From an optimization exercise on the open Yosys and OpenROAD flow, aimed at small area; shortcuts taken in it are not production practice.
In this exercise RTL edits were held to simulation tests only and were not proved equivalent to the original.
Power is estimated from default activity; no workload was simulated.

===== flow/design.v =====
`default_nettype none
`timescale 1ns/1ps
package fetch_pkg;
    localparam int ADDR_W      = 32;
    localparam int OFFSET_W    = 2;
    localparam int SET_W       = 3;
    localparam int SETS        = 8;
    localparam int WAYS        = 2;
    localparam int TAG_W       = ADDR_W - SET_W - OFFSET_W;
    localparam int INSTR_BYTES = 4;
    localparam int CTR_W = 2;
    localparam logic [CTR_W-1:0] CTR_RESET         = 2'b01;
    localparam logic [CTR_W-1:0] CTR_NEW_TAKEN     = 2'b10;
    localparam logic [CTR_W-1:0] CTR_NEW_NOT_TAKEN = 2'b01;
    typedef struct packed {
        logic [TAG_W-1:0]    tag;
        logic [SET_W-1:0]    set;
        logic [OFFSET_W-1:0] offset;
    } btb_addr_fields_t;
    typedef union packed {
        logic [ADDR_W-1:0] raw;
        btb_addr_fields_t  f;
    } btb_addr_u;
endpackage
`default_nettype wire
`timescale 1ns/1ps
`default_nettype none
module btb_array (
    input  logic                                         clk,
    input  logic                                         rst,
    input  logic [fetch_pkg::SET_W-1:0]                  f_set,
    output logic [fetch_pkg::WAYS-1:0]                   f_way_valid,
    output logic [fetch_pkg::WAYS-1:0][fetch_pkg::TAG_W-1:0]  f_way_tag,
    output logic [fetch_pkg::WAYS-1:0][fetch_pkg::ADDR_W-1:0] f_way_target,
    output logic [fetch_pkg::WAYS-1:0][fetch_pkg::CTR_W-1:0]  f_way_ctr,
    output logic                                         f_lru,
    input  logic [fetch_pkg::SET_W-1:0]                  u_set,
    output logic [fetch_pkg::WAYS-1:0]                   u_way_valid,
    output logic [fetch_pkg::WAYS-1:0][fetch_pkg::TAG_W-1:0]  u_way_tag,
    output logic [fetch_pkg::WAYS-1:0][fetch_pkg::ADDR_W-1:0] u_way_target,
    output logic [fetch_pkg::WAYS-1:0][fetch_pkg::CTR_W-1:0]  u_way_ctr,
    output logic                                         u_lru,
    input  logic                                         wr_en,
    input  logic [fetch_pkg::SET_W-1:0]                  wr_set,
    input  logic                                         wr_way,
    input  logic                                         wr_valid,
    input  logic [fetch_pkg::TAG_W-1:0]                  wr_tag,
    input  logic [fetch_pkg::ADDR_W-1:0]                 wr_target,
    input  logic [fetch_pkg::CTR_W-1:0]                  wr_ctr,
    input  logic                                         lru_en,
    input  logic                                         lru_val
);
    logic [fetch_pkg::WAYS-1:0]                          valid_q  [fetch_pkg::SETS];
    logic [fetch_pkg::WAYS-1:0][fetch_pkg::TAG_W-1:0]    tag_q    [fetch_pkg::SETS];
    logic [fetch_pkg::WAYS-1:0][fetch_pkg::ADDR_W-1:0]   target_q [fetch_pkg::SETS];
    logic [fetch_pkg::WAYS-1:0][fetch_pkg::CTR_W-1:0]    ctr_q    [fetch_pkg::SETS];
    logic [fetch_pkg::SETS-1:0]                          lru_q;
    assign f_way_valid  = valid_q[f_set];
    assign f_way_tag    = tag_q[f_set];
    assign f_way_target = target_q[f_set];
    assign f_way_ctr    = ctr_q[f_set];
    assign f_lru        = lru_q[f_set];
    assign u_way_valid  = valid_q[u_set];
    assign u_way_tag    = tag_q[u_set];
    assign u_way_target = target_q[u_set];
    assign u_way_ctr    = ctr_q[u_set];
    assign u_lru        = lru_q[u_set];
    always_ff @(posedge clk or posedge rst) begin
        if (rst) begin
            for (int s = 0; s < fetch_pkg::SETS; s++) begin
                valid_q[s]  <= '0;
                tag_q[s]    <= '0;
                target_q[s] <= '0;
                ctr_q[s]    <= {fetch_pkg::WAYS{fetch_pkg::CTR_RESET}};
            end
            lru_q <= '0;
        end else begin
            if (wr_en) begin
                valid_q[wr_set][wr_way]  <= wr_valid;
                tag_q[wr_set][wr_way]    <= wr_tag;
                target_q[wr_set][wr_way] <= wr_target;
                ctr_q[wr_set][wr_way]    <= wr_ctr;
            end
            if (lru_en) begin
                lru_q[wr_set] <= lru_val;
            end
        end
    end
endmodule
`default_nettype wire
`timescale 1ns/1ps
`default_nettype none
module btb_lookup (
    input  logic [fetch_pkg::ADDR_W-1:0]                      pc,
    output logic [fetch_pkg::SET_W-1:0]                       rd_set,
    input  logic [fetch_pkg::WAYS-1:0]                        rd_way_valid,
    input  logic [fetch_pkg::WAYS-1:0][fetch_pkg::TAG_W-1:0]  rd_way_tag,
    input  logic [fetch_pkg::WAYS-1:0][fetch_pkg::ADDR_W-1:0] rd_way_target,
    input  logic [fetch_pkg::WAYS-1:0][fetch_pkg::CTR_W-1:0]  rd_way_ctr,
    output logic                                              predict_taken,
    output logic [fetch_pkg::ADDR_W-1:0]                      predict_target
);
    fetch_pkg::btb_addr_u         pc_u;
    logic                         hit0;
    logic                         hit1;
    logic [fetch_pkg::CTR_W-1:0]  hit_ctr;
    logic [fetch_pkg::ADDR_W-1:0] hit_target;
    logic [fetch_pkg::ADDR_W-1:0] seq_pc;
    assign pc_u.raw = pc;
    assign rd_set   = pc_u.f.set;
    assign hit0 = rd_way_valid[0] && (rd_way_tag[0] == pc_u.f.tag);
    assign hit1 = rd_way_valid[1] && (rd_way_tag[1] == pc_u.f.tag);
    assign hit_ctr    = hit0 ? rd_way_ctr[0]    : rd_way_ctr[1];
    assign hit_target = hit0 ? rd_way_target[0] : rd_way_target[1];
    assign seq_pc = pc_u.raw + fetch_pkg::ADDR_W'(fetch_pkg::INSTR_BYTES);
    always_comb begin
        if ((hit0 || hit1) && hit_ctr[fetch_pkg::CTR_W-1]) begin
            predict_taken  = 1'b1;
            predict_target = hit_target;
        end else begin
            predict_taken  = 1'b0;
            predict_target = seq_pc;
        end
    end
endmodule
`default_nettype wire
`timescale 1ns/1ps
`default_nettype none
module btb_update (
    input  logic                                              update_en,
    input  logic [fetch_pkg::ADDR_W-1:0]                      update_pc,
    input  logic                                              actual_taken,
    input  logic [fetch_pkg::ADDR_W-1:0]                      update_target,
    output logic [fetch_pkg::SET_W-1:0]                       rd_set,
    input  logic [fetch_pkg::WAYS-1:0]                        rd_way_valid,
    input  logic [fetch_pkg::WAYS-1:0][fetch_pkg::TAG_W-1:0]  rd_way_tag,
    input  logic [fetch_pkg::WAYS-1:0][fetch_pkg::CTR_W-1:0]  rd_way_ctr,
    input  logic                                              rd_lru,
    output logic                                              wr_en,
    output logic [fetch_pkg::SET_W-1:0]                       wr_set,
    output logic                                              wr_way,
    output logic                                              wr_valid,
    output logic [fetch_pkg::TAG_W-1:0]                       wr_tag,
    output logic [fetch_pkg::ADDR_W-1:0]                      wr_target,
    output logic [fetch_pkg::CTR_W-1:0]                       wr_ctr,
    output logic                                              lru_en,
    output logic                                              lru_val
);
    function automatic [1:0] ctr_step(input [1:0] ctr, input taken);
        begin
            ctr_step = ctr;
            if (taken && ctr != 2'b11) begin
                ctr_step = ctr + 2'b01;
            end else if (!taken && ctr != 2'b00) begin
                ctr_step = ctr - 2'b01;
            end
        end
    endfunction
    fetch_pkg::btb_addr_u        upd_u;
    logic                        hit0;
    logic                        hit1;
    logic                        way_sel;
    logic [fetch_pkg::CTR_W-1:0] new_ctr;
    assign upd_u.raw = update_pc;
    assign rd_set    = upd_u.f.set;
    assign hit0 = rd_way_valid[0] && (rd_way_tag[0] == upd_u.f.tag);
    assign hit1 = rd_way_valid[1] && (rd_way_tag[1] == upd_u.f.tag);
    always_comb begin
        if (hit0) begin
            way_sel = 1'b0;
            new_ctr = ctr_step(rd_way_ctr[0], actual_taken);
        end else if (hit1) begin
            way_sel = 1'b1;
            new_ctr = ctr_step(rd_way_ctr[1], actual_taken);
        end else begin
            if (!rd_way_valid[0]) begin
                way_sel = 1'b0;
            end else if (!rd_way_valid[1]) begin
                way_sel = 1'b1;
            end else begin
                way_sel = rd_lru;
            end
            new_ctr = actual_taken ? fetch_pkg::CTR_NEW_TAKEN
                                   : fetch_pkg::CTR_NEW_NOT_TAKEN;
        end
    end
    assign wr_en     = update_en;
    assign wr_set    = upd_u.f.set;
    assign wr_way    = way_sel;
    assign wr_valid  = 1'b1;
    assign wr_tag    = upd_u.f.tag;
    assign wr_target = update_target;
    assign wr_ctr    = new_ctr;
    assign lru_en  = update_en;
    assign lru_val = ~way_sel;
endmodule
`default_nettype wire
`timescale 1ns/1ps
`default_nettype none
module fetch_unit (
    input  logic                         clk,
    input  logic                         rst,
    input  logic                         pc_en,
    input  logic                         modify_pc_ex,
    input  logic [fetch_pkg::ADDR_W-1:0] update_pc_ex,
    input  logic                         update_btb_ex,
    input  logic [fetch_pkg::ADDR_W-1:0] pc_ex,
    input  logic [fetch_pkg::ADDR_W-1:0] jump_addr_ex,
    input  logic                         ex_branch_taken,
    output logic [fetch_pkg::ADDR_W-1:0] pc_if,
    output logic                         predicted_taken_if,
    output logic [fetch_pkg::ADDR_W-1:0] predicted_target_if
);
    logic [fetch_pkg::ADDR_W-1:0] pc_q;
    logic [fetch_pkg::ADDR_W-1:0] pc_next;
    logic [fetch_pkg::SET_W-1:0]                       f_set;
    logic [fetch_pkg::WAYS-1:0]                        f_way_valid;
    logic [fetch_pkg::WAYS-1:0][fetch_pkg::TAG_W-1:0]  f_way_tag;
    logic [fetch_pkg::WAYS-1:0][fetch_pkg::ADDR_W-1:0] f_way_target;
    logic [fetch_pkg::WAYS-1:0][fetch_pkg::CTR_W-1:0]  f_way_ctr;
    logic                                              f_lru;
    logic [fetch_pkg::SET_W-1:0]                       u_set;
    logic [fetch_pkg::WAYS-1:0]                        u_way_valid;
    logic [fetch_pkg::WAYS-1:0][fetch_pkg::TAG_W-1:0]  u_way_tag;
    logic [fetch_pkg::WAYS-1:0][fetch_pkg::ADDR_W-1:0] u_way_target;
    logic [fetch_pkg::WAYS-1:0][fetch_pkg::CTR_W-1:0]  u_way_ctr;
    logic                                              u_lru;
    logic                          wr_en;
    logic [fetch_pkg::SET_W-1:0]   wr_set;
    logic                          wr_way;
    logic                          wr_valid;
    logic [fetch_pkg::TAG_W-1:0]   wr_tag;
    logic [fetch_pkg::ADDR_W-1:0]  wr_target;
    logic [fetch_pkg::CTR_W-1:0]   wr_ctr;
    logic                          lru_en;
    logic                          lru_val;
    always_comb begin
        if (modify_pc_ex) begin
            pc_next = update_pc_ex;
        end else begin
            pc_next = predicted_target_if;
        end
    end
    always_ff @(posedge clk or posedge rst) begin
        if (rst) begin
            pc_q <= '0;
        end else if (pc_en) begin
            pc_q <= pc_next;
        end
    end
    assign pc_if = pc_q;
    btb_lookup u_lookup (
        .pc             (pc_q),
        .rd_set         (f_set),
        .rd_way_valid   (f_way_valid),
        .rd_way_tag     (f_way_tag),
        .rd_way_target  (f_way_target),
        .rd_way_ctr     (f_way_ctr),
        .predict_taken  (predicted_taken_if),
        .predict_target (predicted_target_if)
    );
    btb_update u_update (
        .update_en     (update_btb_ex),
        .update_pc     (pc_ex),
        .actual_taken  (ex_branch_taken),
        .update_target (jump_addr_ex),
        .rd_set        (u_set),
        .rd_way_valid  (u_way_valid),
        .rd_way_tag    (u_way_tag),
        .rd_way_ctr    (u_way_ctr),
        .rd_lru        (u_lru),
        .wr_en         (wr_en),
        .wr_set        (wr_set),
        .wr_way        (wr_way),
        .wr_valid      (wr_valid),
        .wr_tag        (wr_tag),
        .wr_target     (wr_target),
        .wr_ctr        (wr_ctr),
        .lru_en        (lru_en),
        .lru_val       (lru_val)
    );
    btb_array u_array (
        .clk          (clk),
        .rst          (rst),
        .f_set        (f_set),
        .f_way_valid  (f_way_valid),
        .f_way_tag    (f_way_tag),
        .f_way_target (f_way_target),
        .f_way_ctr    (f_way_ctr),
        .f_lru        (f_lru),
        .u_set        (u_set),
        .u_way_valid  (u_way_valid),
        .u_way_tag    (u_way_tag),
        .u_way_target (u_way_target),
        .u_way_ctr    (u_way_ctr),
        .u_lru        (u_lru),
        .wr_en        (wr_en),
        .wr_set       (wr_set),
        .wr_way       (wr_way),
        .wr_valid     (wr_valid),
        .wr_tag       (wr_tag),
        .wr_target    (wr_target),
        .wr_ctr       (wr_ctr),
        .lru_en       (lru_en),
        .lru_val      (lru_val)
    );
endmodule
`default_nettype wire

===== flow/run.sh =====
#!/bin/bash
# synth_recipe.tcl (not shown) runs the flow's synth.tcl, then flattens the netlist and writes it again
# the make line also repeats each setting of config.mk as NAME=value (left out here)
make -C /OpenROAD-flow-scripts/flow DESIGN_CONFIG=/design/flow/config.mk WORK_HOME=/design/flow/orfs CLKGATE_MAP_FILE= SYNTH_SCRIPT=/design/flow/synth_recipe.tcl finish

===== flow/config.mk =====
export PLATFORM = sky130hd
export DESIGN_NAME = fetch_unit
export DESIGN_NICKNAME = fetch_unit
export VERILOG_FILES = /design/flow/design.v
export SDC_FILE = /design/flow/constraint.sdc
export NUM_CORES = 4
export LEC_CHECK = 0
export CAP_MARGIN = 20
export CORE_MARGIN = 2
export CORE_UTILIZATION = 40
export SLEW_MARGIN = 20

===== flow/constraint.sdc =====
create_clock -name core_clock -period 10.0 [get_ports {clk}]
set_input_delay 2.0000 -clock core_clock [delete_from_list [all_inputs] [get_ports {clk}]]
set_output_delay 2.0000 -clock core_clock [all_outputs]
set_load 0.01 [all_outputs]

==> summary.md <==
| Metric | Value |
|---|---|
| Min-delay worst type | reg -> reg |
| Sequential power share | 43.6% |
| F_max | 106 MHz |
| Mapped Area | 52700 um2 |
| Tmin final | 9.40 ns |
| Final hold violations | 0 |
| Critical path's slowest cell | or4_2 |
| Area of the die | 135000 um2 |
| GRT overflow | 0 |
| CTS Sinks | 1032 |
| Int Pwr | 11500 uW |
| Top cell type's share of synthesized area | 48.3% |
| Antenna violations before repair | 9 |
| Vias in the first global route | 38902 |
| Cts hold-fix bufs | 0 |
| CTS buffer count | 111 |
| Crit Path Class | reg -> out |
| Flop-to-flop setup slack | 3.80 ns |
| Crit-path cells | ha_4 -> or4_2 -> or2_4 -> a31oi_1 -> xnor2_1 -> nand2_1 -> a2111oi_0 -> and3_4 -> buf_12 -> mux2_2 -> o21ai_0 -> mux2i_1 -> clkdlybuf4s50_1 |
| WL met2 | 80600 um |
| Drt wl/cell | 29.7 um |
| Sw Share | 34.3% |
| Switch Pwr | 6000 uW |
| PnR Total Power | 17500 uW |
| Clk pin slew, worst setup/hold paths | 0.06 ns |
| DRT antenna net count | 0 |
| Core footprint | 131000 um2 |
| Crit path depth | 13 |
| Max Transition Viols Final | 0 |
| # H-tree levels | 3 |
| Synth area leader | dfrtp_1 |
| Gate power share | 32.3% |
| Post-CTS sizing | 0 |
| Worst hold stages | 2 |
| DRT Wirelength | 184000 um |
| Buffers & Inverters on Critical Path | 2 |
| Die H | 367 um |
| CTS tree | yes |
| Clock root cell | clkbuf_16 |
| Fin crit share | 94.0% |
| Max-capacitance violation count | 0 |
| Initial core utilization | 40.2% |
| Crit path capture type | primary output |
| Synth Instances | 4386 |
| CTS Buffer Depth | 3 |
| Clock latency (worst-skew pair) | 0.74 ns |
| Status | finished clean |
| Share of cells above drive strength 1 | 27.4% |
| Nets | 4450 |
| Worst Path Arrival | 7.40 ns |
| Fill count | 12050 |
| Post-CTS Setup Bufs | 0 |
| Largest delay share family, worst path | simple AND/OR/NAND/NOR gates |
| Via count | 39191 |
| CP max stage delay | 0.78 ns |
| Most frequent cells after synthesis | dfrtp_1, mux2_2, clkbuf_1 |
| Largest net degree at the start of global routing | 167 |
| Syn-to-layout area delta | 13.3% |
| RSZ-0062 raised after global routing | false |
| I/O Pins | 167 |
| WL met1 | 79200 um |
| Max layer used | met5 |
| Worst EP required | 8.00 ns |
| Synth top area cells | dfrtp_1, mux2_2, mux2i_1, mux2_1, a222oi_1 |
| Syn_nets | 4505 |
| Post-Syn Area per Cell | 12.0 um2 |
| Maximum VDD drop | 0.000158 V |
| Clock share of power | 24.2% |
| Cell leakage power | 0.0239 uW |
| DP Area | 55900 um2 |
| IO Port Bufs | 164 |
| Final Cell Area | 59700 um2 |
| Worst r2r path cells | 12 |
| Post-synth EDFFs | 0 |
| GPL Wtd Cong | 0.920 |
| Global-route wire length before repair | 270000 um |
| Pwr Density | 293 nW/um2 |
| Via/cell ratio | 6.34 |
| Die Width | 367 um |
| DRC Markers | 0 |
| Most numerous cell in the Yosys netlist | dfrtp_1 |
| GRT Overall Usage | 26.7% |
| Yosys reg bits | 1032 |
| Drt first-iter violations | 5599 |
| Unique cell type count in the Yosys netlist | 80 |
| Hpwl dp | 107000 um |
| Hold WS | 0.479 ns |
| Ys async rst share | 100% |
| Critical Path Source Type | flop |
| Main synth FF type | dfrtp_1 |
| Seq/Total Area, Yosys | 49.1% |
| Final setup viols | 0 |
| Worst relative slew slack | 29.2% |
| Largest fanout on the critical path | 45 |
| Clk_skew | 0.0343 ns |
| Detailed Routing Iterations Pass 1 | 10 |
| WL met3 | 17300 um |
| Synth warn | 8 |
| Row count | 133 |
| Slew @ Worst Pin | 1.06 ns |
[metal layers]
metal  vias up  global-route usage [%]
met4         8                    9.01
met2      1964                    40.3
met5         -                    1.07
met3       373                    6.72
met1     20455                    37.2
li1      16391                       -
[worst register-to-register path: cells and delay by family (launching register included)]
kind | cells | cell delay [ns]
compound gates | 4 | 1.92
flops | 1 | 0.75
mux | 1 | 0.37
buf+inv | 1 | 0.30
xor+xnor | 1 | 0.25
fa+ha+maj | 1 | 0.48
simple gates | 4 | 1.97
[area by class of cell]
class	instances	area [um2]	share of cell area, %
clock inverters	39	480	0.805
clock buffers	162	3230	5.41
multi-input cells	2854	24700	41.4
flip-flops and latches	1032	25800	43.3
repair buffers	290	3030	5.08
diodes	5	12.5	0.0210
inverters	42	161	0.270
well taps	1755	2200	3.68
[path summary, 6_finish.rpt]
kind                                                   end     from
worst max-delay path               predicted_target_if[28]  pc_q[4]
worst min-delay path                                  flop     flop
min in group asynchronous       asynchronous set/reset pin      rst
worst max register to register                    pc_q[28]  pc_q[4]
worst min register to register                        flop     flop
max in group asynchronous       asynchronous set/reset pin      rst
[cell usage in the layout (no fill, tap or decap), drive strengths merged, types with 39 or more instances in the layout]
cell | synthesis | routed
dfrtp | 1016 | 1016
mux2 | 998 | 998
nand2 | 228 | 228
mux2i | 207 | 207
a222oi | 182 | 182
clkbuf | 234 | 162
clkdlybuf4s50 | 0 | 161
o21ai | 139 | 139
nor2 | 135 | 135
buf | 224 | 129
nand3 | 72 | 72
xnor2 | 71 | 71
a21oi | 66 | 66
a22o | 58 | 58
nor3 | 56 | 56
a31oi | 54 | 54
a22oi | 52 | 52
a221oi | 50 | 50
xor2 | 46 | 46
inv | 41 | 44
nand3b | 39 | 39
[cells by family after synthesis]
kind of cell    share of synthesized area [%]
mux                                      25.4
flops                                    49.1
compound gates                           12.1
simple gates                             6.68
buf+inv                                  4.45
xor+xnor                                 1.95
fa+ha+maj                               0.404
[stage by stage]
| stage | utilization [%] | cells | worst slack [ns] | setup TNS, ns |
|---|---|---|---|---|
| floorplan | - | 4386 | -6.21 | -6346.32 |
| global placement | 42.7 | 5972 | 1.30 | 0 |
| detailed placement | 42.7 | 5972 | 1.28 | 0 |
| CTS | 45.5 | 6173 | 0.716 | 0 |
| global route | 45.5 | 6178 | 0.395 | 0 |
| finish | 45.5 | 6179 | 0.597 | 0 |
[power groups by stage]
stage	sequential (uW)	combinational [uW]	clock [uW]
final	7620	5640	4230
after global routing	7860	6030	4470
after CTS	7560	5600	4280
after detailed placement	7620	5580	0
after global placement	7540	5460	0
after floorplan	7230	4090	0

[static timing again, ports no longer ideal]
No port has a modelled driver above. Below, the same layout with a new extraction and two added sets of constraints.
Step 1 (the two cells are an assumption about what drives the block):
set clk [get_ports {clk}]
set_driving_cell -lib_cell sky130_fd_sc_hd__clkbuf_16 $clk
set_driving_cell -lib_cell sky130_fd_sc_hd__buf_2 [delete_from_list [all_inputs] $clk]
Step 2 times the ports against the registers' clock, not the clock port: input delays grow and output delays shrink by t, the midpoint of the rising clock arrivals with the driver on.
Three values: ideal, step 1, step 2; two values: the first two.
t, ns: 0.801
slack for setup (ns): 0.597 / 0.516 / 1.159
worst register clock-pin slew, ns: 0.07 / 0.07
After both steps setup and hold are still met in this run. The setup slack of this run moves by -0.081 ns with the drivers and by +0.562 ns with both steps.
